What follows belongs to an exercise in optimizing a design on an open flow for small area; a production flow would make more cautious choices. Only simulation tests tie the RTL to the original design; equivalence was not proved. Power and IR drop assume default switching activity.

[design.v]
`default_nettype none
package pipe_pkg;
	typedef logic [31:0] word_t;
	localparam word_t nop_inst = 32'h0000_0013;  
	typedef logic [2:0] cause_t;
endpackage
`default_nettype wire
`default_nettype none
module fetch_ctl (
	input logic reset,
	input logic flush,
	input logic stall,
	input logic icache_stall,
	input pipe_pkg::cause_t exc,
	output logic clear,       
	output logic take_pc,     
	output logic keep_pc,     
	output logic take_inst,   
	output logic keep_inst,   
	output logic set_flush    
);
	logic has_exc;
	assign has_exc = |exc;
	assign clear = reset || flush;
	assign take_pc = !clear && (has_exc || (!stall && !icache_stall));
	assign keep_pc = !clear && !has_exc && (stall || icache_stall);
	assign take_inst = !clear && !has_exc && !stall && !icache_stall;
	assign keep_inst = !clear && !has_exc && stall;
	assign set_flush = flush && !reset;
endmodule
module fetch_latch #(
	parameter pipe_pkg::word_t pc_initial = 32'h0000_1000
) (
	input logic clk,
	input logic reset,
	input logic flush,
	input logic stall,
	input logic icache_stall,
	input pipe_pkg::cause_t exc,
	input logic [65:0] slot_in,
	output logic [65:0] slot,
	output pipe_pkg::cause_t cause,
	output pipe_pkg::word_t addr  
);
	logic clear, take_pc, keep_pc, take_inst, keep_inst, set_flush;
	fetch_ctl i_ctl (
		.reset(reset), .flush(flush), .stall(stall), .icache_stall(icache_stall), .exc(exc),
		.clear(clear), .take_pc(take_pc), .keep_pc(keep_pc), .take_inst(take_inst),
		.keep_inst(keep_inst), .set_flush(set_flush)
	);
	pipe_pkg::word_t pc_or_addr;
	pipe_pkg::word_t inst;
	logic psw;
	logic is_flush;
	pipe_pkg::cause_t c;
	always_ff @(posedge clk) begin
		pc_or_addr <= (slot_in[65:34] & {32{take_pc}}) | (pc_or_addr & {32{keep_pc}})
			| (pc_initial & {32{clear}});
		inst <= (slot_in[33:2] & {32{take_inst}}) | (inst & {32{keep_inst}})
			| (pipe_pkg::nop_inst & {32{!take_inst && !keep_inst}});
		psw <= (slot_in[1] & take_pc) | (psw & keep_pc);
		is_flush <= (slot_in[0] & take_inst) | (is_flush & keep_pc) | set_flush;
		c <= (exc & {3{!clear}}) | (c & {3{keep_pc}});
	end
	logic held;
	assign held = |c;
	assign slot = {held ? pc_initial : pc_or_addr, inst, psw, is_flush};
	assign cause = c;
	assign addr = held ? pc_or_addr : '0;
endmodule
`default_nettype wire
`default_nettype none
module decode_ctl (
	input logic reset,
	input logic flush,
	input logic stall,
	input logic hazard,
	input pipe_pkg::cause_t exc,
	output logic idle,        
	output logic take,        
	output logic keep,        
	output logic keep_ctrl,   
	output logic set_flush,   
	output logic take_rec,    
	output logic keep_rec     
);
	logic clear, has_exc;
	assign clear = reset || flush;
	assign has_exc = |exc;
	assign idle = clear || has_exc;
	assign take = !idle && !stall && !hazard;
	assign keep = !idle && (stall || hazard);
	assign keep_ctrl = !idle && stall;
	assign set_flush = flush && !reset;
	assign take_rec = !clear && (has_exc || !stall);
	assign keep_rec = !clear && !has_exc && stall;
endmodule
module decode_latch #(
	parameter pipe_pkg::word_t pc_initial = 32'h0000_1000
) (
	input logic clk,
	input logic reset,
	input logic flush,
	input logic stall,
	input logic hazard,
	input pipe_pkg::cause_t exc,
	input logic [147:0] slot_in,
	input pipe_pkg::cause_t cause_in,
	input pipe_pkg::word_t addr_in,
	output logic [147:0] slot,
	output pipe_pkg::cause_t cause,
	output pipe_pkg::word_t addr
);
	localparam logic [147:0] dx_idle = {pc_initial, 116'd0};
	logic idle, take, keep, keep_ctrl, set_flush, take_rec, keep_rec;
	decode_ctl i_ctl (
		.reset(reset), .flush(flush), .stall(stall), .hazard(hazard), .exc(exc),
		.idle(idle), .take(take), .keep(keep), .keep_ctrl(keep_ctrl), .set_flush(set_flush),
		.take_rec(take_rec), .keep_rec(keep_rec)
	);
	logic [147:0] keep_v;
	assign keep_v = {{128{keep}}, {18{keep_ctrl}}, keep, keep};
	pipe_pkg::cause_t cause_new;
	assign cause_new = cause_in | (exc & {3{!(|cause_in)}});
	always_ff @(posedge clk) begin
		slot[147:1] <= (slot_in[147:1] & {147{take}}) | (slot[147:1] & keep_v[147:1])
			| (dx_idle[147:1] & {147{idle}});
		slot[0] <= (slot_in[0] & take) | (slot[0] & keep) | set_flush;
		cause <= (cause_new & {3{take_rec}}) | (cause & {3{keep_rec}});
		addr <= (addr_in & {32{take_rec}}) | (addr & {32{keep_rec}});
	end
endmodule
`default_nettype wire
`default_nettype none
module execute_ctl (
	input logic reset,
	input logic flush,
	input logic stall,
	input pipe_pkg::cause_t exc,
	output logic idle,        
	output logic take,        
	output logic keep,        
	output logic set_flush,   
	output logic take_rec,    
	output logic keep_rec     
);
	logic clear, has_exc;
	assign clear = reset || flush;
	assign has_exc = |exc;
	assign idle = clear || has_exc;
	assign take = !idle && !stall;
	assign keep = !idle && stall;
	assign set_flush = flush && !reset;
	assign take_rec = !clear && (has_exc || !stall);
	assign keep_rec = !clear && !has_exc && stall;
endmodule
module execute_latch #(
	parameter pipe_pkg::word_t pc_initial = 32'h0000_1000
) (
	input logic clk,
	input logic reset,
	input logic flush,
	input logic stall,
	input pipe_pkg::cause_t exc,
	input logic [107:0] slot_in,
	input pipe_pkg::cause_t cause_in,
	input pipe_pkg::word_t addr_in,
	output logic [107:0] slot,
	output pipe_pkg::cause_t cause,
	output pipe_pkg::word_t addr
);
	localparam logic [107:0] xm_idle = {pc_initial, 76'd0};
	logic idle, take, keep, set_flush, take_rec, keep_rec;
	execute_ctl i_ctl (
		.reset(reset), .flush(flush), .stall(stall), .exc(exc),
		.idle(idle), .take(take), .keep(keep), .set_flush(set_flush),
		.take_rec(take_rec), .keep_rec(keep_rec)
	);
	pipe_pkg::cause_t cause_new;
	assign cause_new = cause_in | (exc & {3{!(|cause_in)}});
	always_ff @(posedge clk) begin
		slot[107:1] <= (slot_in[107:1] & {107{take}}) | (slot[107:1] & {107{keep}})
			| (xm_idle[107:1] & {107{idle}});
		slot[0] <= (slot_in[0] & take) | (slot[0] & keep) | set_flush;
		cause <= (cause_new & {3{take_rec}}) | (cause & {3{keep_rec}});
		addr <= (addr_in & {32{take_rec}}) | (addr & {32{keep_rec}});
	end
endmodule
`default_nettype wire
`default_nettype none
module writeback_ctl (
	input logic reset,
	input logic flush,
	input logic stall,
	input pipe_pkg::cause_t exc,
	input pipe_pkg::cause_t cause_in,
	output logic take,        
	output logic keep,        
	output logic set_flush,   
	output logic pass_rec,    
	output logic new_rec      
);
	logic clear, has_exc, exc_here;
	assign clear = reset || flush;
	assign has_exc = |exc;
	assign exc_here = !clear && has_exc;
	assign take = !clear && !has_exc && !stall;
	assign keep = !clear && !has_exc && stall;
	assign set_flush = flush && !reset;
	assign pass_rec = exc_here && cause_in == 3'd1;
	assign new_rec = exc_here && cause_in == 3'd0 && (exc == 3'd1 || exc == 3'd2);
endmodule
module writeback_latch (
	input logic clk,
	input logic reset,
	input logic flush,
	input logic stall,
	input logic is_ecall,
	input pipe_pkg::cause_t exc,
	input pipe_pkg::word_t mem_addr,
	input logic [71:0] slot_in,
	input pipe_pkg::cause_t cause_in,
	input pipe_pkg::word_t addr_in,
	output logic [71:0] slot,
	output logic [95:0] rec
);
	logic take, keep, set_flush, pass_rec, new_rec;
	writeback_ctl i_ctl (
		.reset(reset), .flush(flush), .stall(stall), .exc(exc), .cause_in(cause_in),
		.take(take), .keep(keep), .set_flush(set_flush), .pass_rec(pass_rec), .new_rec(new_rec)
	);
	pipe_pkg::cause_t c;
	pipe_pkg::word_t a;
	logic ecall;
	logic epc_zero;
	always_ff @(posedge clk) begin
		slot[71:1] <= (slot_in[71:1] & {71{take}}) | (slot[71:1] & {71{keep}});
		slot[0] <= (slot_in[0] & take) | (slot[0] & keep) | set_flush;
		c <= (cause_in & {3{take || pass_rec}}) | (exc & {3{new_rec}}) | (c & {3{keep}});
		a <= (addr_in & {32{take || pass_rec}}) | (mem_addr & {32{new_rec}}) | (a & {32{keep}});
		ecall <= (is_ecall & take) | (ecall & keep);
		epc_zero <= new_rec | (epc_zero & keep);
	end
	pipe_pkg::word_t epc;
	assign epc = epc_zero ? '0 : {a[31:2] + {29'd0, ecall}, a[1:0]};
	assign rec = {ecall ? slot[66:35] : {29'd0, c}, a, epc};
endmodule
`default_nettype wire
`default_nettype none
module pipe_latches #(
	parameter pipe_pkg::word_t pc_initial = 32'h0000_1000
) (
	input logic clk,
	input logic reset,
	input logic flush,
	input logic stall,
	input logic icache_stall,
	input logic hazard,
	input logic [65:0] fd_in,
	input logic [147:0] dx_in,
	input logic [107:0] xm_in,
	input logic [71:0] mw_in,
	input logic [31:0] fd_exc,
	input logic [31:0] dx_exc,
	input logic [31:0] xm_exc,
	input logic [31:0] mw_exc,
	input logic [31:0] mem_addr,
	output logic [65:0] fd_out,
	output logic [147:0] dx_out,
	output logic [107:0] xm_out,
	output logic [71:0] mw_out,
	output logic [95:0] fd_rec,
	output logic [95:0] dx_rec,
	output logic [95:0] xm_rec,
	output logic [95:0] mw_rec
);
	pipe_pkg::cause_t fd_cause, dx_cause, xm_cause;
	pipe_pkg::word_t fd_addr, dx_addr, xm_addr;
	fetch_latch #(.pc_initial(pc_initial)) i_fetch_latch (
		.clk(clk),
		.reset(reset),
		.flush(flush),
		.stall(stall),
		.icache_stall(icache_stall),
		.exc(fd_exc[2:0]),
		.slot_in(fd_in),
		.slot(fd_out),
		.cause(fd_cause),
		.addr(fd_addr)
	);
	decode_latch #(.pc_initial(pc_initial)) i_decode_latch (
		.clk(clk),
		.reset(reset),
		.flush(flush),
		.stall(stall),
		.hazard(hazard),
		.exc(dx_exc[2:0]),
		.slot_in(dx_in),
		.cause_in(fd_cause),
		.addr_in(fd_addr),
		.slot(dx_out),
		.cause(dx_cause),
		.addr(dx_addr)
	);
	execute_latch #(.pc_initial(pc_initial)) i_execute_latch (
		.clk(clk),
		.reset(reset),
		.flush(flush),
		.stall(stall),
		.exc(xm_exc[2:0]),
		.slot_in(xm_in),
		.cause_in(dx_cause),
		.addr_in(dx_addr),
		.slot(xm_out),
		.cause(xm_cause),
		.addr(xm_addr)
	);
	writeback_latch i_writeback_latch (
		.clk(clk),
		.reset(reset),
		.flush(flush),
		.stall(stall),
		.is_ecall(xm_in[2]),  
		.exc(mw_exc[2:0]),
		.mem_addr(mem_addr),
		.slot_in(mw_in),
		.cause_in(xm_cause),
		.addr_in(xm_addr),
		.slot(mw_out),
		.rec(mw_rec)
	);
	assign fd_rec = {29'd0, fd_cause, fd_addr, fd_addr};
	assign dx_rec = {29'd0, dx_cause, dx_addr, dx_addr};
	assign xm_rec = {29'd0, xm_cause, xm_addr, xm_addr};
endmodule
`default_nettype wire
[flow/run.sh]
#!/bin/bash
# The standard layout, with every port buffered by the smallest buffer (buf_1) instead of the
# cell buffer_ports picks by default, and I/O pins one routing track apart instead of two so
# that the ports fit around a smaller die. Everything else is the standard.sh unchanged.
set -euo pipefail
bash standard.sh "BUFFER_PORTS_ARGS=-buffer_cell sky130_fd_sc_hd__buf_1" \
	"PLACE_PINS_ARGS=-min_distance 1 -min_distance_in_tracks" finish > make_finish.log 2>&1
[standard.sh]
#!/bin/bash
# synth_recipe.tcl (not shown) runs the flow's synth.tcl, then flattens the netlist and writes it again
# the make line also repeats each setting of config.mk as NAME=value (left out here)
make -C /OpenROAD-flow-scripts/flow DESIGN_CONFIG=/design/flow/config.mk WORK_HOME=/design/flow/orfs CLKGATE_MAP_FILE= SYNTH_SCRIPT=/design/flow/synth_recipe.tcl "${@:-finish}"
[config.mk]
export PLATFORM = sky130hd
export DESIGN_NAME = pipe_latches
export DESIGN_NICKNAME = pipe_latches
export VERILOG_FILES = /design/flow/design.v
export SDC_FILE = /design/flow/constraint.sdc
export NUM_CORES = 4
export LEC_CHECK = 0
export CAP_MARGIN = 20
export CORE_AREA = 5 5 205 205
export CTS_BUF_LIST = sky130_fd_sc_hd__clkbuf_4
export DIE_AREA = 0 0 210 210
export SLEW_MARGIN = 20
[constraint.sdc]
create_clock -name core_clock -period 5.0 [get_ports {clk}]
set_input_delay 1.0000 -clock core_clock [delete_from_list [all_inputs] [get_ports {clk}]]
set_output_delay 1.0000 -clock core_clock [all_outputs]
set_load 0.01 [all_outputs]
==> results of run 1 <==
-- sequential cells by signal (all words and copies together) (netlist names), 3 cells and up --
signal	count
i_decode_latch.addr	32
i_fetch_latch.c	3
i_decode_latch.cause	3
i_writeback_latch.c	3
i_fetch_latch.inst	32
i_decode_latch.slot	148
i_execute_latch.addr	32
i_fetch_latch.pc_or_addr	32
i_writeback_latch.a	32
i_writeback_latch.slot	72
i_execute_latch.cause	3
i_execute_latch.slot	108
-- cells in the mapped netlist (all sizes together) --
cell type and count:
nand2b 1, inv 6, nand4 5, nor4 5, nand3 9, buf 211
a21oi 187, nor2 30, or2 3, dfxtp 504, o21ai 15, and3 5
nand2 342, a22oi 3, o31ai 7, ha 2, a22o 324, nor3b 1
xnor2 10, and2 60, clkbuf 119, dlygate4sd3 1, or3 8, xor2 1
o21bai 1, or4 12, nor2b 42, mux2i 1, conb 1, nor3 13
dlygate4sd1 1, a221o 1, a31oi 1, a21o 36, o2bb2ai 3, mux2 8
-- per-layer routing --
layer / vias to the layer above / GRT usage, %
li1: 8861 / -
met4: 22 / 32.7
met3: 412 / 19.7
met1: 9236 / 39.4
met5: - / 1.94
met2: 1347 / 50.8
-- power groups by stage --
| stage | logic, W | registers [W] | clock network (W) |
|---|---|---|---|
| after floorplan | 0.000276 | 0.00418 | 0 |
| after global placement | 0.000452 | 0.00419 | 0 |
| after detailed placement | 0.000456 | 0.00419 | 0 |
| after CTS | 0.000459 | 0.00410 | 0.00363 |
| after global routing | 0.000510 | 0.00410 | 0.00387 |
| final | 0.000468 | 0.00410 | 0.00356 |
-- path summary, 6_finish.rpt --
check / startpoint / end / slack (ns) / depth (start not counted)
min: dx_in[7] / i_decode_latch.slot[7] / 0.35 / 2
max reg2reg: i_execute_latch.cause[0] / i_writeback_latch.a[16] / 3.17 / 5
min reg2reg: i_writeback_latch.epc_zero / i_writeback_latch.epc_zero / 0.45 / 1
max: i_writeback_latch.ecall / mw_rec[24] / 0.61 / 7
-- through the flow --
stage / setup slack [ns] / hold WS (ns) / instance area (sq um)
after detailed placement: 1.41 / 0.440 / 22500
after global placement: 1.47 / 0.436 / 22500
after global routing: 0.357 / 0.312 / 24300
after CTS: 0.522 / 0.296 / 24200
final: 0.614 / 0.354 / 24400
after floorplan: 1.81 / 0.432 / 19300
-- worst max-delay path: stages (launching register included) --
cell and delay, ns:
dfxtp_1 0.44, ha_1 0.24, ha_1 0.19, nand3_1 0.24, or4_4 0.58, or4_1 0.52, a21oi_1 0.17, buf_1 0.20
-- cell type report --
| class | instances | share of cell area (%) |
|---|---|---|
| diodes | 64 | 0.658 |
| clock buffers | 188 | 5.80 |
| clock inverters | 34 | 0.966 |
| inverters | 6 | 0.0925 |
| multi-input cells | 1223 | 30.1 |
| flip-flops and latches | 504 | 41.4 |
| well taps | 525 | 2.70 |
| repair buffers | 1154 | 18.3 |
-- logic make-up after synthesis --
family / Yosys count / synth area share (%)
AOI/OAI and AO/OA: 578 / 22.3
and+or+nand+nor: 536 / 12.9
DFF: 504 / 53.0
buffers and inverters: 338 / 10.6
xor gates and xnor gates: 11 / 0.506
muxes: 9 / 0.526
adders and majority gates: 2 / 0.132
other: 1 / 0.0197
==> reports/results.txt, run 1 <==
Fin crit share -> 87.7%
CTS Sinks -> 504
Deepest clock path buffer count -> 3
Sum Neg Setup Slack -> 0 ns
Grt total ovfl -> 0
Largest net degree at the start of global routing -> 130
Power Density -> 334 nW/um^2
Die width -> 210 um
CP Max Fanout -> 14
Synth top area share -> 53.0%
Metal2 WL -> 36800 um
Internal power -> 0.00610 W
Reg clk slew, reported paths -> 0.07 ns
Met3 wire length -> 11500 um
Finished Layout Cells -> 3698
Antenna violations before repair -> 73
Layout cells sized above 1 -> 8.30%
Full die area -> 44100 sq um
CTS tree -> yes
CTS H-Tree Depth -> 4
Critical path arrival -> 3.39 ns
Leakage -> 9.24 nW
Clock power share -> 43.8%
Final WL -> 87100 um
Status -> finished clean
Layout Nets -> 3584
Max VDD drop -> 0.196 mV
Dominant cells by area after synthesis -> dfxtp_1 (53%), a22o_1 (15%), buf_4 (7.3%)
TritonCTS Buffers -> 133
Area of the multi-input gates -> 7330 sq um
Clock Skew -> 0.0319 ns
Relative slew slack -> 24.5%
PortBufs -> 1134
Root Driver -> clkbuf_4
Sequential Area -> 10100 sq um
DRC -> 0
Final setup vio count -> 0
RSZ-0062 raised after global routing -> no
Syn_area_per_cell -> 9.61 sq um
Number of fillers in the final layout -> 3807
Hold_buf cts -> 0
Max-Cap Viols -> 0
Worst slew pin tran -> 1.13 ns
Max Freq -> 0.228 GHz
Post_cts resized -> 0
Worst Path Required -> 4.00 ns
Seq pwr share -> 50.4%
Commonest cells after routing, fill and taps aside -> buf_1 (1134), dfxtp_1 (504), nand2_1 (341)
CP Capture Type -> output pin
Placed Cells -> 3412
Hold crit path type -> in2reg
I/O pin count -> 1338
Antenna-violating nets left -> 0
Die H -> 210 um
GRT Overall Usage -> 36.4%
First DRT Iteration DRCs -> 1617
Wl on met1 -> 30500 um
Critical Path Start Type -> flop
YS warnings -> 4
# rows -> 73
Sw Ratio -> 24.9%
Wire length per cell -> 23.6 um
Vias after detailed routing -> 19900
Synthesized area -> 19000 sq um
Pwr Total -> 0.00813 W
Sw power -> 0.00203 W
Initial Util -> 48.0%
Final slew viol count -> 0
Final Util -> 61.4%
Drt pass-1 iters -> 6
Final Hold Fails -> 0
Seq/Total Area, Yosys -> 53.0%
Comb pwr share -> 5.8%
Synth Register Bits -> 504
Final HPWL DP -> 67600 um
Vias in the first global route -> 18600
Biggest area consumer among synthesized cells -> dfxtp_1
Synth cell types -> 47
Post CTS Setup Buffer Count -> 0
Routed vias/inst -> 5.38
Core Area -> 39600 sq um
Setup CP Type -> reg2out
Fin crit period -> 4.39 ns
First-pass GRT wire length -> 121000 um
Routability cong. -> 1.08
Top Metal Used -> met5
Commonest non-fill, non-tap cell in the layout -> buf_1
Area Overhead vs Synth -> 28.0%
Synth Instances -> 1979
Clk latency of the worst-skew pair -> 0.82 ns
==> inputs of run 2 (changes only) <==
--- a/config.mk
+++ b/config.mk
@@ -9,4 +9,8 @@
 export CORE_AREA = 5 5 205 205
-export CTS_BUF_LIST = sky130_fd_sc_hd__clkbuf_4
+export CTS_BUF_LIST = sky130_fd_sc_hd__clkbuf_8
+export CTS_CLUSTER_DIAMETER = 50
+export CTS_CLUSTER_SIZE = 16
 export DIE_AREA = 0 0 210 210
 export SLEW_MARGIN = 20
+export SYNTH_HIERARCHICAL = 1
+export SYNTH_MINIMUM_KEEP_SIZE = 0
==> reports/results.txt, run 2 <==
Post_cts resized -> 0 (unchanged)
Hold_buf cts -> 0 (unchanged)
Layout cells sized above 1 -> 4.55% (-3.7 points)
Async S/R FF share, synth -> 0% (unchanged)
Deepest clock path buffer count -> 3 (unchanged)
Worst Path Required -> 4.00 ns (about the same)
Synth cell types -> 52 (+11%)
Wl on met1 -> 29000 um (-5.1%)
Antenna violations before repair -> 47 (-36%)
Met3 wire length -> 9010 um (-22%)
Reg2Reg Depth -> 5 (unchanged)
Max VDD drop -> 0.173 mV (-12%)
Reg clk slew, reported paths -> 0.09 ns (+0.02 ns)
Die H -> 210 um (unchanged)
Routability cong. -> 1.02 (-5.9%)
Fin crit share -> 80.6% (-7.1 points)
CP max-delay cell -> or4_1
Status -> finished clean
Clock Skew -> 0.0404 ns (+0.00847 ns)
Leakage -> 8.84 nW (-4.3%)
DRC -> 0 (unchanged)
First DRT Iteration DRCs -> 1518 (-6.1%)
Layout Nets -> 3170 (-12%)
Worst hold path depth -> 1 (-1)
PortBufs -> 1134 (unchanged)
Area Overhead vs Synth -> 24.0%
Worst-path cell chain -> and4_4 > nand3_1 > or4_1 > a21oi_1 > buf_1
Initial Util -> 47.1% (-0.88 points)
Power Density -> 313 nW/um^2 (-6.2%)
Max Freq -> 0.248 GHz (+8.9%)
CP delay by family, top -> simple AND/OR/NAND/NOR gates
Drt pass-1 iters -> 8 (+2)
Dominant cells by area after synthesis -> dfxtp_1 (54%), a22o_1 (21%), buf_4 (7.7%)
TritonCTS Buffers -> 44 (-67%)
Largest net degree at the start of global routing -> 110 (-15%)
GRT Overall Usage -> 34.1% (-2.3 points)
YS warnings -> 10 (+6)
Critical path arrival -> 3.03 ns (-0.36 ns)
Number of synthesized flops with an enable pin -> 0 (unchanged)
Final slew viol count -> 0 (unchanged)
Sum Neg Setup Slack -> 0 ns (unchanged)
Fin Hold WS -> 0.471 ns (+0.118 ns)
Final HPWL DP -> 64400 um (-4.9%)
Antenna-violating nets left -> 0 (unchanged)
Commonest cells after routing, fill and taps aside -> buf_1 (1134), dfxtp_1 (504), a22o_1 (449)
Relative slew slack -> 33.6% (+9.2 points)
Full die area -> 44100 sq um (unchanged)
# rows -> 73 (unchanged)
Area of the multi-input gates -> 6670 sq um (-9.0%)
Register with the most flip-flops -> i_decode_latch.slot
Biggest area consumer among synthesized cells -> dfxtp_1
Wire length per cell -> 25.8 um (+9.3%)
Critical Path Start Type -> flop
Synth Register Bits -> 504 (unchanged)
Syn_area_per_cell -> 11.3 sq um (+18%)
Max-Cap Viols -> 0 (unchanged)
Number of fillers in the final layout -> 3743 (-1.7%)
Grt total ovfl -> 0 (unchanged)
Post CTS Setup Buffer Count -> 0 (unchanged)
I/O pin count -> 1338 (unchanged)
Worst path buffer plus inverter count -> 1 (unchanged)
Routed vias/inst -> 5.52 (+2.6%)
Seq/Total Area, Yosys -> 54.0% (+0.99 points)
Count leader, synth -> dfxtp_1
Commonest non-fill, non-tap cell in the layout -> buf_1
Final Hold Fails -> 0 (unchanged)
Final WL -> 82600 um (-5.1%)
Critical Path Stages -> 5 (-2)
Synth Flop Type -> dfxtp_1
Synth Instances -> 1647 (-17%)
Clk latency of the worst-skew pair -> 0.64 ns (-0.18 ns)
CTS H-Tree Depth -> 2 (-2)
Post-synth top cells -> dfxtp_1 (504), a22o_1 (449), buf_4 (191)
First-pass GRT wire length -> 113000 um (-6.2%)
Synthesized area -> 18700 sq um (-1.8%)
Core Area -> 39600 sq um (unchanged)
Hold crit path type -> reg2reg
CTS tree -> yes
Metal2 WL -> 34600 um (-5.8%)
Vias in the first global route -> 16800 (-9.8%)
RSZ-0062 raised after global routing -> no
Top Metal Used -> met5
Die width -> 210 um (unchanged)
Synth top area share -> 54.0% (+0.99 points)
Root Driver -> clkbuf_8
Vias after detailed routing -> 17700 (-11%)
Fin crit period -> 4.03 ns (-0.357 ns)
Slowest stage delay, CP -> 0.66 ns (+0.08 ns)
CP Max Fanout -> 20 (+6)
Pwr Total -> 0.00725 W (-11%)
Setup CP Type -> reg2out
Biggest regs -> i_decode_latch.slot (148), i_execute_latch.slot (108), i_writeback_latch.slot (72)
Largest register FFs -> 148 (unchanged)
Sequential Area -> 10100 sq um (unchanged)
CTS Sinks -> 504 (unchanged)
Worst slew pin tran -> 0.993 ns (-0.140 ns)
Finished Layout Cells -> 3209 (-13%)
Final setup vio count -> 0 (unchanged)
Placed Cells -> 3086 (-9.6%)
CP Capture Type -> output pin
-- run 2: worst paths after layout --
kind | from | end | slack (ns)
worst max-delay path | i_writeback_latch.a[10] | mw_rec[27] | 0.97
worst min-delay path | i_decode_latch.slot[143] | i_decode_latch.slot[143] | 0.47
worst max register to register | i_execute_latch.cause[1] | i_writeback_latch.a[18] | 3.05
worst min register to register | i_decode_latch.slot[143] | i_decode_latch.slot[143] | 0.47
-- run 2: final cells by class --
type | instances | area share [%]
Sequential cell | 504 | 43.6
Multi-Input combinational cell | 864 | 28.8
Timing Repair Buffer | 1151 | 19.2
Clock buffer | 49 | 2.91
Tap cell | 525 | 2.84
Clock inverter | 25 | 1.45
Inverter | 43 | 0.697
Antenna cell | 48 | 0.519
-- run 2: logic make-up after synthesis --
| family | Yosys count | synth area share, % |
|---|---|---|
| buffers and inverters | 365 | 12.4 |
| AOI/OAI and AO/OA | 539 | 25.0 |
| DFF | 504 | 54.0 |
| muxes | 6 | 0.362 |
| adders and majority gates | 2 | 0.134 |
| and+or+nand+nor | 218 | 7.54 |
| xor gates and xnor gates | 12 | 0.563 |
| other | 1 | 0.0201 |
-- run 2: power by group --
part           internal (W)  switching [W]
logic              0.000157       0.000258
registers           0.00405      0.0000379
clock network       0.00129        0.00146
-- run 2: layer usage --
| layer | vias to the layer above | track usage, % |
|---|---|---|
| li1 | 7799 | - |
| met1 | 8298 | 36.9 |
| met2 | 1187 | 48.6 |
| met3 | 418 | 13.8 |
| met4 | 4 | 35.8 |
| met5 | - | 0 |
-- run 2: metrics by stage --
stage / utilization [%] / cell area [sq um] / setup slack (ns)
floorplan: - / 19000 / 2.22
global placement: 55.5 / 22000 / 1.78
detailed placement: 55.5 / 22000 / 1.73
CTS: 58.0 / 23000 / 1.00
global route: 58.4 / 23100 / 0.824
finish: 58.4 / 23200 / 0.971
-- run 2: Yosys stat by module (local to each module, per instance), excerpt --
module / cells inside / flip-flops and latches / area [sq um] / times used
decode_ctl: 10 / 0 / 70.1 / 1
execute_ctl: 8 / 0 / 53.8 / 1
fetch_ctl: 11 / 0 / 81.3 / 1
pipe_latches: 184 / 0 / 1380 / 1
writeback_ctl: 8 / 0 / 70.1 / 1
writeback_latch: 459 / 109 / 4540 / 1
==> inputs of run 3 (changes only) <==
==> flow/run.sh (replaced) <==
#!/bin/bash
# The standard layout, with every port buffered by the smallest buffer (buf_1) instead of the
# cell buffer_ports picks by default, I/O pins one routing track apart instead of two so that
# the ports fit around a smaller die, and clock tree synthesis without dummy loads.
# Everything else is the standard.sh unchanged; ORFS's logs stay under orfs/logs.
set -euo pipefail
bash standard.sh "BUFFER_PORTS_ARGS=-buffer_cell sky130_fd_sc_hd__buf_1" \
	"PLACE_PINS_ARGS=-min_distance 1 -min_distance_in_tracks" \
	"CTS_ARGS=-sink_clustering_enable -repair_clock_nets -buf_list sky130_fd_sc_hd__clkbuf_4 -sink_clustering_size 10 -sink_clustering_max_diameter 40 -dont_use_dummy_load" \
	finish > make_finish.log 2>&1
--- a/config.mk
+++ b/config.mk
@@ -9,6 +9,4 @@
 export CORE_AREA = 5 5 205 205
-export CTS_BUF_LIST = sky130_fd_sc_hd__clkbuf_8
-export CTS_CLUSTER_DIAMETER = 50
-export CTS_CLUSTER_SIZE = 16
 export DIE_AREA = 0 0 210 210
+export PLACE_DENSITY = 0.8
 export SLEW_MARGIN = 20
==> reports/results.txt, run 3 <==
Status -> finished clean
Synth Instances -> 1647 (unchanged)
Setup CP Type -> reg2out
Vias after detailed routing -> 18400 (+4.0%)
Fin crit period -> 4.24 ns (+0.209 ns)
Vias in the first global route -> 17300 (+3.1%)
Final HPWL DP -> 65400 um (+1.6%)
Final WL -> 84600 um (+2.4%)
Finished Layout Cells -> 3213 (+0.12%)
Post-synth top cells -> dfxtp_1 (504), a22o_1 (449), buf_4 (191)
Relative slew slack -> 30.0% (-3.7 points)
Commonest cells after routing, fill and taps aside -> buf_1 (1134), dfxtp_1 (504), a22o_1 (449)
Sum Neg Setup Slack -> 0 ns (unchanged)
First-pass GRT wire length -> 117000 um (+3.1%)
CTS tree -> yes
Full die area -> 44100 sq um (unchanged)
Syn_area_per_cell -> 11.3 sq um (unchanged)
Synth top area share -> 54.0% (unchanged)
Number of synthesized flops with an enable pin -> 0 (unchanged)
TritonCTS Buffers -> 74 (+68%)
Power Density -> 287 nW/um^2 (-8.3%)
Core Area -> 39600 sq um (unchanged)
Biggest regs -> i_decode_latch.slot (148), i_execute_latch.slot (108), i_writeback_latch.slot (72)
Synth Register Bits -> 504 (unchanged)
Area Overhead vs Synth -> 21.5%
Final Util -> 57.2% (-1.2 points)
Antenna-violating nets left -> 0 (unchanged)
Hold crit path type -> in2reg
Placed Cells -> 3086 (unchanged)
Count leader, synth -> dfxtp_1
Root Driver -> clkbuf_4
Commonest non-fill, non-tap cell in the layout -> buf_1
Initial Util -> 47.1% (unchanged)
Post CTS Setup Buffer Count -> 0 (unchanged)
Die H -> 210 um (unchanged)
Synthesized area -> 18700 sq um (unchanged)
Routed vias/inst -> 5.73 (+3.8%)
Synth Flop Type -> dfxtp_1
Flop2flop setup slack -> 3.01 ns (-0.04 ns)
Async S/R FF share, synth -> 0% (unchanged)
Grt total ovfl -> 0 (unchanged)
Hold_buf cts -> 0 (unchanged)
Clock Skew -> 0.0636 ns (+0.0232 ns)
RSZ-0062 raised after global routing -> no
Post_cts resized -> 0 (unchanged)
Register with the most flip-flops -> i_decode_latch.slot
PortBufs -> 1134 (unchanged)
Worst slew pin tran -> 1.05 ns (+0.0574 ns)
# rows -> 73 (unchanged)
I/O pin count -> 1338 (unchanged)
Deepest clock path buffer count -> 3 (unchanged)
DRC -> 0 (unchanged)
CTS Sinks -> 504 (unchanged)
Synth cell types -> 52 (unchanged)
Wire length per cell -> 26.3 um (+2.2%)
CP Max Fanout -> 15 (-25%)
Layout cells sized above 1 -> 4.63% (+0.074 points)
Critical path arrival -> 3.24 ns (+0.21 ns)
Pwr Total -> 0.00651 W (-10%)
Worst Path Required -> 4.00 ns (about the same)
Antenna violations before repair -> 48 (+2.1%)
CTS H-Tree Depth -> 3 (+1)
Largest net degree at the start of global routing -> 88 (-20%)
First DRT Iteration DRCs -> 2098 (+38%)
GRT Overall Usage -> 35.3% (+1.2 points)
Biggest area consumer among synthesized cells -> dfxtp_1
Dominant cells by area after synthesis -> dfxtp_1 (54%), a22o_1 (21%), buf_4 (7.7%)
Final slew viol count -> 0 (unchanged)
Max-Cap Viols -> 0 (unchanged)
Largest register FFs -> 148 (unchanged)
Drt pass-1 iters -> 12 (+4)
Max VDD drop -> 0.199 mV (+15%)
Die width -> 210 um (unchanged)
Final setup vio count -> 0 (unchanged)
Clk latency of the worst-skew pair -> 0.77 ns (+0.13 ns)
Final Hold Fails -> 0 (unchanged)
CP Capture Type -> output pin
Seq/Total Area, Yosys -> 54.0% (unchanged)
Max Freq -> 0.236 GHz (-4.9%)
Fin crit share -> 84.8% (+4.2 points)
Leakage -> 8.66 nW (-2.1%)
Critical Path Start Type -> flop
Routability cong. -> 1.02 (+0.44%)
Reg clk slew, reported paths -> 0.11 ns (+0.02 ns)
YS warnings -> 10 (unchanged)
Layout Nets -> 3201 (+0.98%)
-- run 3: critical path, stage by stage, from the launching register on --
cell and delay (ns):
dfxtp_1 0.75, ha_1 0.30, and2_1 0.43, nand4_4 0.15
or4_1 0.50, a21oi_1 0.16, buf_1 0.25
-- run 3: metal layers --
metal	up-vias	track usage [%]	share of wire [%]
li1	7857	-	-
met1	8614	39.5	35
met2	1448	49.3	42
met3	482	16.0	12
met4	6	33.6	11
met5	-	0.108	0.040
-- run 3: cell families (layout without fill, tap and decap cells) --
kind of cell / Yosys count / after routing / synth area share (%)
AOI/OAI and AO/OA: 539 / 539 / 25.0
adders and majority gates: 2 / 2 / 0.134
other: 1 / 138 / 0.0201
xor gates and xnor gates: 12 / 12 / 0.563
DFF: 504 / 504 / 54.0
muxes: 6 / 6 / 0.362
buffers and inverters: 365 / 1269 / 12.4
and+or+nand+nor: 218 / 218 / 7.54
-- run 3: stage by stage --
stage                     hold WS [ns]  instance area [sq um]  setup slack [ns]
final                            0.429                  22700             0.762
after global routing             0.381                  22700             0.547
after CTS                        0.351                  22500             0.675
after detailed placement         0.451                  22000              1.47
after global placement           0.450                  22000              1.51
after floorplan                  0.440                  19000              2.22
-- run 3: final cells by class --
| type | instances | area [sq um] |
|---|---|---|
| fill | 3704 | 17000 |
| clock buffer | 74 | 556 |
| timing repair buffer | 1152 | 4420 |
| inverter | 43 | 161 |
| tap | 525 | 657 |
| sequential | 504 | 10100 |
| antenna | 51 | 128 |
| multi-input combinational | 864 | 6670 |
-- run 3: Yosys stat by module (local to each module, per instance), a selection --
module,times used,flip-flops and latches
decode_ctl,1,0
fetch_ctl,1,0
execute_ctl,1,0
writeback_latch,1,109
writeback_ctl,1,0
pipe_latches,1,0
-- run 3: final timing paths --
kind / startpoint / end / depth (start not counted)
max: i_writeback_latch.ecall / mw_rec[25] / 6
min: dx_in[45] / i_decode_latch.slot[45] / 2
max reg2reg: i_execute_latch.cause[1] / i_writeback_latch.a[15] / 5
min reg2reg: i_execute_latch.slot[52] / i_execute_latch.slot[52] / 1
-- run 3: power breakdown --
group	total (W)	switching [W]	internal, W	leakage, nW
combinational	0.000422	0.000265	0.000157	4.25
clock	0.00200	0.00132	0.000680	0.341
sequential	0.00409	0.0000389	0.00405	4.07
==> inputs of run 4 (changes only) <==
--- a/config.mk
+++ b/config.mk
@@ -10,3 +10,2 @@
 export DIE_AREA = 0 0 210 210
-export PLACE_DENSITY = 0.8
 export SLEW_MARGIN = 20
==> reports/results.txt, run 4 <==
Status -> finished clean
Fin crit period -> 4.10 ns (-0.139 ns)
I/O pin count -> 1338 (unchanged)
Final setup vio count -> 0 (unchanged)
Relative slew slack -> 34.0% (+4.0 points)
Wire length per cell -> 25.8 um (-2.1%)
Full die area -> 44100 sq um (unchanged)
Final Hold Fails -> 0 (unchanged)
First-pass GRT wire length -> 114000 um (-2.6%)
Layout Nets -> 3197 (-0.12%)
TritonCTS Buffers -> 71 (-4.1%)
Count leader, synth -> dfxtp_1
Critical path arrival -> 3.10 ns (-0.14 ns)
Post_cts resized -> 0 (unchanged)
Antenna violations before repair -> 52 (+8.3%)
Largest register FFs -> 148 (unchanged)
Layout cells sized above 1 -> 4.48% (-0.14 points)
Clock Skew -> 0.0676 ns (+0.00405 ns)
Routability cong. -> 1.02 (-0.44%)
Seq/Total Area, Yosys -> 54.0% (unchanged)
CTS Sinks -> 504 (unchanged)
Max Freq -> 0.244 GHz (+3.4%)
Area Overhead vs Synth -> 21.5% (about the same)
Drt pass-1 iters -> 6 (-6)
Placed Cells -> 3086 (unchanged)
Max-Cap Viols -> 0 (unchanged)
Max VDD drop -> 0.148 mV (-25%)
Worst Path Required -> 4.00 ns (about the same)
CP max-delay cell -> or4_1
Synthesized area -> 18700 sq um (unchanged)
Root Driver -> clkbuf_4
Final HPWL DP -> 64400 um (-1.6%)
Grt total ovfl -> 0 (unchanged)
Post-synth top cells -> dfxtp_1 (504), a22o_1 (449), buf_4 (191)
Biggest area consumer among synthesized cells -> dfxtp_1
Worst slew pin tran -> 0.990 ns (-0.0598 ns)
Worst-path cell chain -> and4_4 > nand3_1 > or4_1 > a21oi_1 > buf_1
Final Util -> 57.3% (about the same)
CP Capture Type -> output pin
Setup CP Type -> reg2out
Async S/R FF share, synth -> 0% (unchanged)
Register with the most flip-flops -> i_decode_latch.slot
Synth cell types -> 52 (unchanged)
Metal2 WL -> 34900 um (-2.1%)
Synth Instances -> 1647 (unchanged)
First DRT Iteration DRCs -> 1312 (-37%)
Synth top area share -> 54.0% (unchanged)
Power Density -> 285 nW/um^2 (-0.60%)
Number of fillers in the final layout -> 3820 (+3.1%)
Synth Flop Type -> dfxtp_1
Met3 wire length -> 9190 um (-10%)
Wl on met1 -> 28800 um (-2.0%)
YS warnings -> 10 (unchanged)
Number of synthesized flops with an enable pin -> 0 (unchanged)
Routed vias/inst -> 5.55 (-3.2%)
Die H -> 210 um (unchanged)
# rows -> 73 (unchanged)
Commonest cells after routing, fill and taps aside -> buf_1 (1134), dfxtp_1 (504), a22o_1 (449)
Largest net degree at the start of global routing -> 110 (+25%)
Syn_area_per_cell -> 11.3 sq um (unchanged)
Final slew viol count -> 0 (unchanged)
CTS tree -> yes
Hold crit path type -> in2reg
Commonest non-fill, non-tap cell in the layout -> buf_1
Finished Layout Cells -> 3213 (unchanged)
GRT Overall Usage -> 34.3% (-1.0 points)
CP Max Fanout -> 20 (+5)
Clk latency of the worst-skew pair -> 0.76 ns (about the same)
DRC -> 0 (unchanged)
Sum Neg Setup Slack -> 0 ns (unchanged)
Antenna-violating nets left -> 0 (unchanged)
Dominant cells by area after synthesis -> dfxtp_1 (54%), a22o_1 (21%), buf_4 (7.7%)
Fin crit share -> 82.0% (-2.8 points)
Top Metal Used -> met5
PortBufs -> 1134 (unchanged)
Initial Util -> 47.1% (unchanged)
Leakage -> 8.65 nW (-0.11%)
RSZ-0062 raised after global routing -> no
Final WL -> 82800 um (-2.1%)
Vias after detailed routing -> 17800 (-3.2%)
Post CTS Setup Buffer Count -> 0 (unchanged)
Die width -> 210 um (unchanged)
Critical Path Start Type -> flop
Deepest clock path buffer count -> 3 (unchanged)
Synth Register Bits -> 504 (unchanged)
Core Area -> 39600 sq um (unchanged)
Hold_buf cts -> 0 (unchanged)
Vias in the first global route -> 16900 (-2.5%)
Reg clk slew, reported paths -> 0.10 ns (about the same)
Slowest stage delay, CP -> 0.66 ns (-0.09 ns)
Biggest regs -> i_decode_latch.slot (148), i_execute_latch.slot (108), i_writeback_latch.slot (72)
CTS H-Tree Depth -> 3 (unchanged)
[run 4: path summary, 6_finish.rpt]
| check | startpoint | endpoint | slack [ns] | cells after the start |
|---|---|---|---|---|
| worst min-delay path | mw_in[52] | i_writeback_latch.slot[52] | 0.42 | 2 |
| worst min register to register | i_execute_latch.slot[20] | i_execute_latch.slot[20] | 0.47 | 1 |
| worst max register to register | i_execute_latch.cause[2] | i_writeback_latch.a[15] | 3.05 | 5 |
| worst max-delay path | i_writeback_latch.a[10] | mw_rec[27] | 0.90 | 5 |
[run 4: through the flow]
stage	area, sq um	hold slack (ns)	setup WS [ns]	power, W
finish	22700	0.416	0.901	0.00648
global route	22700	0.372	0.710	0.00674
CTS	22500	0.336	0.896	0.00653
detailed placement	22000	0.450	1.73	0.00459
global placement	22000	0.450	1.78	0.00458
floorplan	19000	0.440	2.22	0.00442
[run 4: cell type report]
class                           instances  area [sq um]  area share, %
Antenna cell                           55           138          0.606
Clock buffer                           71           533           2.35
Timing Repair Buffer                 1151          4450           19.6
Sequential cell                       504         10100           44.4
Multi-Input combinational cell        864          6670           29.4
Inverter                               43           161          0.711
Tap cell                              525           657           2.89
[run 4: cells by family after synthesis]
group,synth area share (%)
AND/OR/NAND/NOR,7.54
XOR/XNOR,0.563
buffers and inverters,12.4
multiplexers,0.362
AO/OA/AOI/OAI,25.0
adder cells (fa/ha/maj),0.134
flip-flops,54.0
other,0.0201
[run 4: modules after synthesis (local to each module, per instance), a selection]
module / flip-flops and latches / area (sq um) / times used
writeback_latch: 109 / 4540 / 1
fetch_ctl: 0 / 81.3 / 1
decode_ctl: 0 / 70.1 / 1
writeback_ctl: 0 / 70.1 / 1
execute_ctl: 0 / 53.8 / 1
pipe_latches: 0 / 1380 / 1
[run 4: worst max-delay path, delay by kind of cell (launching register included)]
family	cells	cell delay, ns
buffers and inverters	1	0.30
AO/OA/AOI/OAI	1	0.15
flip-flops	1	0.51
AND/OR/NAND/NOR	3	1.42
[run 4: where the power goes]
| part | internal (W) | leakage [nW] | switching, W | total [W] |
|---|---|---|---|---|
| Combinational | 0.000157 | 4.26 | 0.000258 | 0.000415 |
| Sequential | 0.00405 | 4.07 | 0.0000382 | 0.00409 |
| Clock | 0.000655 | 0.327 | 0.00132 | 0.00197 |
[run 4: routing by layer]
layer / vias to the layer above / global-route usage [%]
met3: 415 / 15.5
met2: 1196 / 48.2
met1: 8327 / 36.5
li1: 7873 / -
met4: 6 / 36.6
met5: - / 0
==> inputs of run 5 (changes only) <==
--- a/config.mk
+++ b/config.mk
@@ -8,4 +8,4 @@
 export CAP_MARGIN = 20
-export CORE_AREA = 5 5 205 205
-export DIE_AREA = 0 0 210 210
+export CORE_AREA = 5 5 245 145
+export DIE_AREA = 0 0 250 150
 export SLEW_MARGIN = 20
==> reports/results.txt, run 5 <==
# rows -> 51 (-30%)
Final setup vio count -> 0 (unchanged)
Async S/R FF share, synth -> 0% (unchanged)
Synth Register Bits -> 504 (unchanged)
CP Max Fanout -> 10 (-50%)
Clock Skew -> 0.0547 ns (-0.0129 ns)
Fin crit share -> 84.2% (+2.2 points)
Largest register FFs -> 148 (unchanged)
Worst-path cell chain -> ha_1 > and2_1 > nand4_4 > or4_1 > a21oi_1 > buf_1
Worst Path Required -> 4.00 ns (about the same)
Deepest clock path buffer count -> 3 (unchanged)
I/O pin count -> 1338 (unchanged)
Max Freq -> 0.237 GHz (-2.7%)
Fin crit period -> 4.21 ns (+0.112 ns)
Clock power share -> 28.4% (-2.0 points)
Post_cts resized -> 0 (unchanged)
Die width -> 250 um (+19%)
Antenna violations before repair -> 30 (-42%)
Core Area -> 33200 sq um (-16%)
Power Density -> 281 nW/um^2 (-1.6%)
Setup CP Type -> reg2out
Final Hold Fails -> 0 (unchanged)
Register with the most flip-flops -> i_decode_latch.slot
GRT Overall Usage -> 37.3% (+3.0 points)
Syn_area_per_cell -> 11.3 sq um (unchanged)
Status -> finished clean
Routability cong. -> 1.02 (+0.47%)
Comb pwr share -> 6.5% (about the same)
Final HPWL DP -> 59000 um (-8.3%)
Synth cell types -> 52 (unchanged)
Synthesized area -> 18700 sq um (unchanged)
DRC -> 0 (unchanged)
Post CTS Setup Buffer Count -> 0 (unchanged)
Drt pass-1 iters -> 8 (+2)
RSZ-0062 raised after global routing -> no
Count leader, synth -> dfxtp_1
Dpl ws -> 1.63 ns (-0.0930 ns)
Max-Cap Viols -> 0 (unchanged)
Worst slew pin tran -> 1.04 ns (+0.0475 ns)
Critical path arrival -> 3.21 ns (+0.11 ns)
Placed Instance Area -> 21900 sq um (-0.48%)
Fin Hold WS -> 0.407 ns (-0.00915 ns)
Hold_buf cts -> 0 (unchanged)
Grt total ovfl -> 0 (unchanged)
Number of synthesized flops with an enable pin -> 0 (unchanged)
CTS H-Tree Depth -> 2 (-1)
Antenna-violating nets left -> 0 (unchanged)
YS warnings -> 10 (unchanged)
Layout cells sized above 1 -> 4.08% (-0.40 points)
CTS Sinks -> 504 (unchanged)
Vias after detailed routing -> 17900 (+0.71%)
CP max-delay cell -> dfxtp_1
PortBufs -> 1134 (unchanged)
First DRT Iteration DRCs -> 1542 (+18%)
Slowest stage delay, CP -> 0.56 ns (-0.10 ns)
Area Overhead vs Synth -> 20.0%
Commonest non-fill, non-tap cell in the layout -> buf_1
Max VDD drop -> 0.171 mV (+16%)
Largest net degree at the start of global routing -> 84 (-24%)
Synth Instances -> 1647 (unchanged)
Synth top area share -> 54.0% (unchanged)
Sw power -> 0.00155 W (-3.7%)
Biggest area consumer among synthesized cells -> dfxtp_1
TritonCTS Buffers -> 58 (-18%)
Vias in the first global route -> 17000 (+0.65%)
Leakage -> 8.60 nW (-0.65%)
Full die area -> 37500 sq um (-15%)
Sum Neg Setup Slack -> 0 ns (unchanged)
Routed vias/inst -> 5.80 (+4.7%)
Seq pwr share -> 65.0% (+1.9 points)
CP Capture Type -> output pin
Initial Util -> 56.2% (+9.1 points)
Synth Flop Type -> dfxtp_1
Worst setup margin -> 0.789 ns (-0.112 ns)
Hold crit path type -> in2reg
Final slew viol count -> 0 (unchanged)
First-pass GRT wire length -> 108000 um (-5.4%)
Sw Ratio -> 24.7% (-0.22 points)
Clk latency of the worst-skew pair -> 0.77 ns (about the same)
Internal power -> 0.00474 W (-2.6%)
Critical Path Start Type -> flop
Commonest cells after routing, fill and taps aside -> buf_1 (1134), dfxtp_1 (504), a22o_1 (449)
Layout Nets -> 3186 (-0.34%)
CTS tree -> yes
Final Util -> 67.4% (+10 points)
Wire length per cell -> 25.1 um (-2.5%)
Reg clk slew, reported paths -> 0.11 ns (about the same)
Dominant cells by area after synthesis -> dfxtp_1 (54%), a22o_1 (21%), buf_4 (7.7%)
Root Driver -> clkbuf_4
CP delay by family, top -> simple AND/OR/NAND/NOR gates
Post-synth top cells -> dfxtp_1 (504), a22o_1 (449), buf_4 (191)
Die H -> 150 um (-29%)
Relative slew slack -> 30.6% (-3.3 points)
Final WL -> 77700 um (-6.1%)
Post-layout instance area -> 22400 sq um (-1.3%)
Worst path buffer plus inverter count -> 1 (unchanged)
Seq/Total Area, Yosys -> 54.0% (unchanged)
Biggest regs -> i_decode_latch.slot (148), i_execute_latch.slot (108), i_writeback_latch.slot (72)
==> run 5: cell types whose count changed in the layout (fill, tap and decap cells not counted) <==
cell	delta
buf_12	-1
buf_4	+3
buf_16	-1
diode_2	-35
clkbuf_4	-13
buf_8	+1
==> run 5: final cells by class <==
class | instances | area, sq um
Inverter | 43 | 161
Fill cell | 2926 | 10800
Multi-Input combinational cell | 864 | 6670
Clock buffer | 58 | 435
Timing Repair Buffer | 1153 | 4440
Sequential cell | 504 | 10100
Antenna cell | 20 | 50.0
Tap cell | 450 | 563
==> run 5: kinds of logic after synthesis <==
family	count (synthesis)	synth area share [%]
AOI/OAI and AO/OA	539	25.0
muxes	6	0.362
adders and majority gates	2	0.134
xor gates and xnor gates	12	0.563
and+or+nand+nor	218	7.54
other	1	0.0201
buffers and inverters	365	12.4
DFF	504	54.0
==> run 5: Yosys stat by module (local to each module, per instance), a selection <==
module	area (sq um)	flops+latches	times used	cells
execute_ctl	53.8	0	1	8
fetch_ctl	81.3	0	1	11
writeback_ctl	70.1	0	1	8
writeback_latch	4540	109	1	459
decode_ctl	70.1	0	1	10
pipe_latches	1380	0	1	184
==> run 5: power groups by stage <==
stage | combinational [W] | sequential [W] | clock, W
2_1_floorplan | 0.000234 | 0.00418 | 0
3_3_place_gp | 0.000391 | 0.00418 | 0
3_5_place_dp | 0.000397 | 0.00418 | 0
4_1_cts | 0.000399 | 0.00409 | 0.00182
5_1_grt | 0.000442 | 0.00410 | 0.00199
6_report | 0.000411 | 0.00409 | 0.00179
==> run 5: per-stage QoR <==
step / std cells / total power [W]
floorplan: 1733 / 0.00442
global placement: 3012 / 0.00457
detailed placement: 3012 / 0.00458
CTS: 3070 / 0.00631
global route: 3087 / 0.00653
finish: 3092 / 0.00629
==> run 5: per-layer routing <==
metal | share of wire, % | vias up | global-route usage (%)
met5 | 0.26 | - | 1.04
met4 | 9.8 | 26 | 32.5
met3 | 12 | 490 | 17.9
met2 | 43 | 1295 | 53.6
met1 | 35 | 8348 | 41.3
li1 | - | 7785 | -
==> run 5: final timing paths <==
kind                           startpoint                    endpoint  slack [ns]  cells past startpoint
hold reg to reg    i_decode_latch.slot[6]      i_decode_latch.slot[6]        0.47                      1
setup / recovery  i_writeback_latch.ecall                  mw_rec[22]        0.79                      6
hold / removal                  mw_in[37]  i_writeback_latch.slot[37]        0.41                      2
setup reg to reg       i_fetch_latch.c[2]     i_decode_latch.addr[11]        2.79                      4
==> run 5: worst reg2reg max path, cell delays in order (launching register included) <==
cell and delay (ns):
dfxtp_1 0.42, nor3_4 0.78, buf_4 0.44, nor2b_1 0.16, a22o_1 0.25
==> inputs of run 6 (changes only) <==
--- a/flow/run.sh
+++ b/flow/run.sh
@@ -8,3 +8,3 @@
 	"PLACE_PINS_ARGS=-min_distance 1 -min_distance_in_tracks" \
-	"CTS_ARGS=-sink_clustering_enable -repair_clock_nets -buf_list sky130_fd_sc_hd__clkbuf_4 -sink_clustering_size 10 -sink_clustering_max_diameter 40 -dont_use_dummy_load" \
+	"CTS_ARGS=-sink_clustering_enable -repair_clock_nets -buf_list sky130_fd_sc_hd__clkbuf_16 -sink_clustering_size 32 -sink_clustering_max_diameter 60 -dont_use_dummy_load" \
 	finish > make_finish.log 2>&1
--- a/config.mk
+++ b/config.mk
@@ -8,4 +8,4 @@
 export CAP_MARGIN = 20
-export CORE_AREA = 5 5 245 145
-export DIE_AREA = 0 0 250 150
+export CORE_AREA = 5 5 205 205
+export DIE_AREA = 0 0 210 210
 export SLEW_MARGIN = 20
==> reports/results.txt, run 6 <==
Count leader, synth -> dfxtp_1
Register with the most flip-flops -> i_decode_latch.slot
Root Driver -> clkbuf_16
Area of the multi-input gates -> 6670 sq um (unchanged)
Drt pass-1 iters -> 7 (-1)
Deepest clock path buffer count -> 3 (unchanged)
Sum Neg Setup Slack -> 0 ns (unchanged)
Post-synthesis compound-gate area fraction -> 25.0% (unchanged)
Pwr Total -> 0.00716 W (+14%)
Dominant cells by area after synthesis -> dfxtp_1 (54%), a22o_1 (21%), buf_4 (7.7%)
Simple-Gate Fraction of Synth Area -> 7.54% (unchanged)
Largest family of logic cells by synthesized area -> compound AO/OA/AOI/OAI gates
Initial Util -> 47.1% (-9.1 points)
Core Area -> 39600 sq um (+19%)
Final WL -> 82200 um (+5.8%)
Grt total ovfl -> 0 (unchanged)
Synth Area in XOR/XNOR -> 0.563% (unchanged)
Final HPWL DP -> 64400 um (+9.1%)
Relative slew slack -> 33.5% (+2.9 points)
Largest net degree at the start of global routing -> 110 (+31%)
Post-synth top cells -> dfxtp_1 (504), a22o_1 (449), buf_4 (191)
Hold crit path type -> reg2reg
Area Overhead vs Synth -> 23.5%
Antenna-violating nets left -> 0 (unchanged)
Fin Hold WS -> 0.470 ns (+0.0633 ns)
Vias after detailed routing -> 17600 (-1.9%)
Worst Path Required -> 4.00 ns (about the same)
TritonCTS Buffers -> 37 (-36%)
Critical Path Start Type -> flop
Final Hold Fails -> 0 (unchanged)
Die width -> 210 um (-16%)
Number of fillers in the final layout -> 3736 (+28%)
Clock Skew -> 0.0495 ns (-0.00520 ns)
Commonest cells after routing, fill and taps aside -> buf_1 (1134), dfxtp_1 (504), a22o_1 (449)
Worst setup margin -> 1.06 ns (+0.270 ns)
Setup CP Type -> reg2out
Post-layout instance area -> 23100 sq um (+2.9%)
# rows -> 73 (+43%)
Largest register FFs -> 148 (unchanged)
Synth top area share -> 54.0% (unchanged)
GRT Overall Usage -> 34.0% (-3.3 points)
CP Max Fanout -> 20 (+10)
Post_cts resized -> 0 (unchanged)
RSZ-0062 raised after global routing -> no
Post CTS Setup Buffer Count -> 0 (unchanged)
Die H -> 210 um (+40%)
Full die area -> 44100 sq um (+18%)
Wire length per cell -> 25.9 um (+3.1%)
Mux share of post-synthesis cell area -> 0.362% (unchanged)
CTS tree -> yes
Commonest non-fill, non-tap cell in the layout -> buf_1
Antenna violations before repair -> 47 (+57%)
Leakage -> 8.78 nW (+2.1%)
PortBufs -> 1134 (unchanged)
Layout cells sized above 1 -> 3.23% (-0.85 points)
Reg clk slew, reported paths -> 0.07 ns (-0.04 ns)
Max VDD drop -> 0.182 mV (+6.0%)
Synth Flop Type -> dfxtp_1
CP Capture Type -> output pin
Critical path arrival -> 2.94 ns (-0.27 ns)
Max-Cap Viols -> 0 (unchanged)
Routability cong. -> 1.02 (-0.47%)
I/O pin count -> 1338 (unchanged)
First-pass GRT wire length -> 113000 um (+5.1%)
Slowest stage delay, CP -> 0.66 ns (+0.10 ns)
First DRT Iteration DRCs -> 1414 (-8.3%)
YS warnings -> 10 (unchanged)
Placed Instance Area -> 22000 sq um (+0.49%)
CP max-delay cell -> or4_1
Routed vias/inst -> 5.55 (-4.4%)
Clk latency of the worst-skew pair -> 0.56 ns (-0.21 ns)
Synthesized area -> 18700 sq um (unchanged)
CTS Sinks -> 504 (unchanged)
Sequential Area -> 10100 sq um (unchanged)
Biggest area consumer among synthesized cells -> dfxtp_1
Biggest regs -> i_decode_latch.slot (148), i_execute_latch.slot (108), i_writeback_latch.slot (72)
DRC -> 0 (unchanged)
Seq/Total Area, Yosys -> 54.0% (unchanged)
Adder-cell area share of the yosys netlist -> 0.134% (unchanged)
Layout Nets -> 3163 (-0.72%)
Hold_buf cts -> 0 (unchanged)
Final slew viol count -> 0 (unchanged)
Worst-path cell chain -> and4_4 > nand3_1 > or4_1 > a21oi_1 > buf_1
Max Freq -> 0.254 GHz (+6.8%)
Fin crit share -> 78.8% (-5.4 points)
Worst slew pin tran -> 0.994 ns (-0.0435 ns)
Number of synthesized flops with an enable pin -> 0 (unchanged)
Synth cell types -> 52 (unchanged)
Async S/R FF share, synth -> 0% (unchanged)
Synth Register Bits -> 504 (unchanged)
Status -> finished clean
Vias in the first global route -> 16700 (-1.8%)
Power Density -> 310 nW/um^2 (+11%)
CTS H-Tree Depth -> 2 (unchanged)
Final setup vio count -> 0 (unchanged)
Syn_area_per_cell -> 11.3 sq um (unchanged)
Dpl ws -> 1.73 ns (+0.0930 ns)
Synth Instances -> 1647 (unchanged)
Fin crit period -> 3.94 ns (-0.270 ns)
run 6: cell types whose count changed in the layout (fill, tap and decap cells not counted), sizes merged:
cell / previous run / this run
clkbuf: 58 / 37
diode: 20 / 50
buf: 1153 / 1151
run 6: per-stage QoR:
step / utilization [%] / cells
6_report: 58.2 / 3174
5_1_grt: 58.1 / 3167
4_1_cts: 57.8 / 3123
3_5_place_dp: 55.5 / 3086
3_3_place_gp: 55.5 / 3085
2_1_floorplan: - / 1733
run 6: final cells by class:
type	count	area share (%)
multi-input cells	864	28.9
diodes	50	0.542
well taps	525	2.85
repair buffers	1151	19.2
flip-flops and latches	504	43.7
inverters	43	0.700
clock buffers	37	4.01
run 6: kinds of logic (layout without fill, tap and decap cells):
family,Yosys count,count (layout)
flip-flops,504,504
AND/OR/NAND/NOR,218,218
XOR/XNOR,12,12
buffers and inverters,365,1231
other,1,137
multiplexers,6,6
adder cells (fa/ha/maj),2,2
AO/OA/AOI/OAI,539,539
run 6: where the power goes:
group | switching (W) | internal, W
logic | 0.000257 | 0.000157
clock network | 0.00134 | 0.00131
registers | 0.0000381 | 0.00405
run 6: final timing paths:
path	start	depth (start not counted)	to	slack, ns
hold / removal	i_execute_latch.slot[4]	1	i_execute_latch.slot[4]	0.47
hold reg to reg	i_execute_latch.slot[4]	1	i_execute_latch.slot[4]	0.47
setup reg to reg	i_execute_latch.cause[2]	5	i_writeback_latch.a[17]	3.02
setup / recovery	i_writeback_latch.a[10]	5	mw_rec[27]	1.06
run 6: layer usage:
layer,vias to the layer above,GRT usage [%],routed length [um]
li1,7759,-,-
met1,8270,36.6,29000
met2,1161,48.0,34500
met3,414,14.5,8740
met4,2,36.3,9990
met5,-,0,13
run 6: critical path: cells and delay by family (launching register included):
family,cells,cell delay [ns]
buffers and inverters,1,0.29
and+or+nand+nor,3,1.43
DFF,1,0.50
AOI/OAI and AO/OA,1,0.15
run 6: per-module statistics from Yosys (local to each module, per instance), a selection:
| module | times used | area, sq um | flops+latches | cells inside |
|---|---|---|---|---|
| pipe_latches | 1 | 1380 | 0 | 184 |
| fetch_ctl | 1 | 81.3 | 0 | 11 |
| writeback_latch | 1 | 4540 | 109 | 459 |
| execute_ctl | 1 | 53.8 | 0 | 8 |
| writeback_ctl | 1 | 70.1 | 0 | 8 |
| decode_ctl | 1 | 70.1 | 0 | 10 |
==> inputs of run 7 (changes only) <==
--- a/design.v
+++ b/design.v
@@ -231,6 +231,6 @@
 	);
-	pipe_pkg::cause_t c;
+	logic [2:0] m;
 	pipe_pkg::word_t a;
-	logic ecall;
-	logic epc_zero;
+	logic [2:0] m_take;
+	assign m_take = is_ecall ? 3'd7 : cause_in;
 	always_ff @(posedge clk) begin
@@ -238,7 +238,11 @@
 		slot[0] <= (slot_in[0] & take) | (slot[0] & keep) | set_flush;
-		c <= (cause_in & {3{take || pass_rec}}) | (exc & {3{new_rec}}) | (c & {3{keep}});
+		m <= (m_take & {3{take}}) | ({2'b00, pass_rec}) | ({1'b1, exc[1:0]} & {3{new_rec}})
+			| (m & {3{keep}});
 		a <= (addr_in & {32{take || pass_rec}}) | (mem_addr & {32{new_rec}}) | (a & {32{keep}});
-		ecall <= (is_ecall & take) | (ecall & keep);
-		epc_zero <= new_rec | (epc_zero & keep);
 	end
+	logic ecall, epc_zero;
+	pipe_pkg::cause_t c;
+	assign ecall = m == 3'd7;
+	assign epc_zero = m == 3'd5 || m == 3'd6;
+	assign c = {m[2] && !epc_zero, m[1:0]};
 	pipe_pkg::word_t epc;
--- a/flow/run.sh
+++ b/flow/run.sh
@@ -8,3 +8,3 @@
 	"PLACE_PINS_ARGS=-min_distance 1 -min_distance_in_tracks" \
-	"CTS_ARGS=-sink_clustering_enable -repair_clock_nets -buf_list sky130_fd_sc_hd__clkbuf_16 -sink_clustering_size 32 -sink_clustering_max_diameter 60 -dont_use_dummy_load" \
+	"CTS_ARGS=-sink_clustering_enable -repair_clock_nets -buf_list sky130_fd_sc_hd__clkbuf_4 -sink_clustering_size 10 -sink_clustering_max_diameter 40 -dont_use_dummy_load" \
 	finish > make_finish.log 2>&1
--- a/config.mk
+++ b/config.mk
@@ -8,4 +8,4 @@
 export CAP_MARGIN = 20
-export CORE_AREA = 5 5 205 205
-export DIE_AREA = 0 0 210 210
+export CORE_AREA = 5 5 245 145
+export DIE_AREA = 0 0 250 150
 export SLEW_MARGIN = 20
==> reports/results.txt, run 7 <==
Status -> finished clean
Count leader, synth -> dfxtp_1
Root Driver -> clkbuf_4
Leakage -> 8.53 nW (-2.8%)
Routed vias/inst -> 5.80 (+4.6%)
CP Capture Type -> output pin
Final Hold Fails -> 0 (unchanged)
Final HPWL DP -> 59000 um (-8.3%)
Slowest stage delay, CP -> 0.47 ns (-0.19 ns)
Fin crit period -> 4.23 ns (+0.292 ns)
Reg clk slew, reported paths -> 0.10 ns (+0.03 ns)
Antenna violations before repair -> 30 (-36%)
Core Area -> 33200 sq um (-16%)
CP delay by family, top -> simple AND/OR/NAND/NOR gates
Worst-path cell chain -> and3_1 > buf_4 > ha_1 > nand4_1 > or4_1 > a21oi_1 > buf_1
Worst Path Required -> 4.00 ns (about the same)
# rows -> 51 (-30%)
I/O pin count -> 1338 (unchanged)
Placed Instance Area -> 21800 sq um (-0.90%)
Post CTS Setup Buffer Count -> 0 (unchanged)
Synth Register Bits -> 502 (-0.40%)
Post_cts resized -> 0 (unchanged)
Number of synthesized flops with an enable pin -> 0 (unchanged)
TritonCTS Buffers -> 57 (+54%)
Largest net degree at the start of global routing -> 149 (+35%)
Async S/R FF share, synth -> 0% (unchanged)
Initial Util -> 55.8% (+8.7 points)
CP max-delay cell -> or4_1
Clk latency of the worst-skew pair -> 0.78 ns (+0.22 ns)
Layout cells sized above 1 -> 3.82% (+0.59 points)
Biggest area consumer among synthesized cells -> dfxtp_1
Wire length per cell -> 25.0 um (-3.6%)
Layout Nets -> 3179 (+0.51%)
Die H -> 150 um (-29%)
First-pass GRT wire length -> 107000 um (-5.6%)
Register with the most flip-flops -> i_decode_latch.slot
GRT Overall Usage -> 37.0% (+3.0 points)
Clock Skew -> 0.0566 ns (+0.00710 ns)
Post-layout instance area -> 22300 sq um (-3.2%)
Max VDD drop -> 0.157 mV (-14%)
Max Freq -> 0.236 GHz (-6.9%)
Area Overhead vs Synth -> 20.3%
Full die area -> 37500 sq um (-15%)
Commonest cells after routing, fill and taps aside -> buf_1 (1134), dfxtp_1 (502), a22o_1 (448)
Hold crit path type -> in2reg
Relative slew slack -> 28.9% (-4.7 points)
Vias after detailed routing -> 17900 (+1.9%)
PortBufs -> 1134 (unchanged)
Grt total ovfl -> 0 (unchanged)
YS warnings -> 10 (unchanged)
Synth top area share -> 54.1% (+0.11 points)
DRC -> 0 (unchanged)
Post-synth top cells -> dfxtp_1 (502), a22o_1 (448), buf_4 (194)
Largest register FFs -> 148 (unchanged)
Hold_buf cts -> 0 (unchanged)
Drt pass-1 iters -> 11 (+4)
Pwr Total -> 0.00626 W (-13%)
Max-Cap Viols -> 0 (unchanged)
Critical Path Start Type -> flop
CTS tree -> yes
Commonest non-fill, non-tap cell in the layout -> buf_1
Syn_area_per_cell -> 11.3 sq um (about the same)
First DRT Iteration DRCs -> 1531 (+8.3%)
Worst path buffer plus inverter count -> 2 (+1)
Synth Flop Type -> dfxtp_1
Seq/Total Area, Yosys -> 54.1% (+0.11 points)
Deepest clock path buffer count -> 3 (unchanged)
Critical path arrival -> 3.23 ns (+0.29 ns)
RSZ-0062 raised after global routing -> no
Biggest regs -> i_decode_latch.slot (148), i_execute_latch.slot (108), i_writeback_latch.slot (72)
Antenna-violating nets left -> 0 (unchanged)
Dominant cells by area after synthesis -> dfxtp_1 (54%), a22o_1 (21%), buf_4 (7.8%)
Vias in the first global route -> 17000 (+1.8%)
Sum Neg Setup Slack -> 0 ns (unchanged)
Die width -> 250 um (+19%)
Power Density -> 280 nW/um^2 (-9.7%)
Synthesized area -> 18600 sq um (-0.60%)
Final WL -> 77300 um (-6.0%)
Routability cong. -> 1.01 (-0.40%)
Final setup vio count -> 0 (unchanged)
Final slew viol count -> 0 (unchanged)
CP Max Fanout -> 30 (+50%)
Worst slew pin tran -> 1.06 ns (+0.0700 ns)
CTS H-Tree Depth -> 2 (unchanged)
Setup CP Type -> reg2out
Synth Instances -> 1638 (-0.55%)
Synth cell types -> 52 (unchanged)
Fin crit share -> 84.7% (+5.8 points)
CTS Sinks -> 502 (-0.40%)
-- run 7: through the flow --
step / setup WS (ns) / utilization [%] / hold slack [ns] / instances
after global routing: 0.622 / 67.1 / 0.381 / 3085
after global placement: 1.73 / 65.5 / 0.450 / 3005
after floorplan: 1.75 / - / 0.440 / 1724
after CTS: 0.798 / 66.9 / 0.364 / 3063
after detailed placement: 1.65 / 65.6 / 0.451 / 3006
final: 0.767 / 67.2 / 0.412 / 3092
-- run 7: worst paths after layout --
check / start / endpoint / slack [ns] / depth (start not counted)
setup / recovery: i_writeback_latch.m[1] / mw_rec[23] / 0.77 / 7
hold / removal: mw_in[42] / i_writeback_latch.slot[42] / 0.41 / 2
setup reg to reg: i_execute_latch.cause[1] / i_writeback_latch.a[16] / 3.01 / 5
hold reg to reg: i_decode_latch.slot[36] / i_decode_latch.slot[36] / 0.47 / 1
-- run 7: layout make-up --
type / count / area [sq um]
antenna: 27 / 67.6
multi-input combinational: 863 / 6620
sequential: 502 / 10000
clock buffer: 57 / 428
fill: 2898 / 10900
inverter: 39 / 146
tap: 450 / 563
timing repair buffer: 1154 / 4460
-- run 7: power breakdown --
part / switching (W) / leakage [nW] / internal (W)
combinational: 0.000253 / 4.22 / 0.000157
sequential: 0.0000387 / 4.05 / 0.00404
clock: 0.00126 / 0.262 / 0.000521
total: 0.00155 / 8.53 / 0.00472
-- run 7: kinds of logic (layout without fill, tap and decap cells) --
group,after synthesis,in the layout,share of synthesized area [%]
AOI/OAI and AO/OA,549,549,25.4
adders and majority gates,2,2,0.135
other,1,114,0.0202
and+or+nand+nor,212,212,7.37
DFF,502,502,54.1
xor gates and xnor gates,13,13,0.613
buffers and inverters,359,1250,12.4
-- run 7: metal layers --
layer / routed length, um / vias to the layer above / global-route usage (%)
li1: - / 7777 / -
met1: 27100 / 8443 / 40.6
met2: 34300 / 1258 / 55.3
met3: 8830 / 439 / 16.8
met4: 6940 / 18 / 31.0
met5: 119 / - / 0
-- run 7: modules after synthesis, one instance, submodules excluded, excerpt --
module / times used / cells inside / cell area [sq um]
decode_ctl: 1 / 10 / 70.1
execute_ctl: 1 / 8 / 53.8
fetch_ctl: 1 / 11 / 81.3
pipe_latches: 1 / 184 / 1380
writeback_ctl: 1 / 8 / 70.1
writeback_latch: 1 / 450 / 4430
-- run 7: worst register-to-register path, stage by stage (launching register included) --
cell,delay (ns)
dfxtp_1,0.44
nor4_1,0.10
and3_2,0.26
or2_2,0.55
a222oi_1,0.45
inv_1,0.08

Setup slack of run 7, layout unchanged: 0.767 ns with ideal ports, 0.713 ns with driving cells assumed (clock clkbuf_16, inputs buf_2), 1.517 ns with port delays also shifted by the 0.804 ns mid clock arrival.
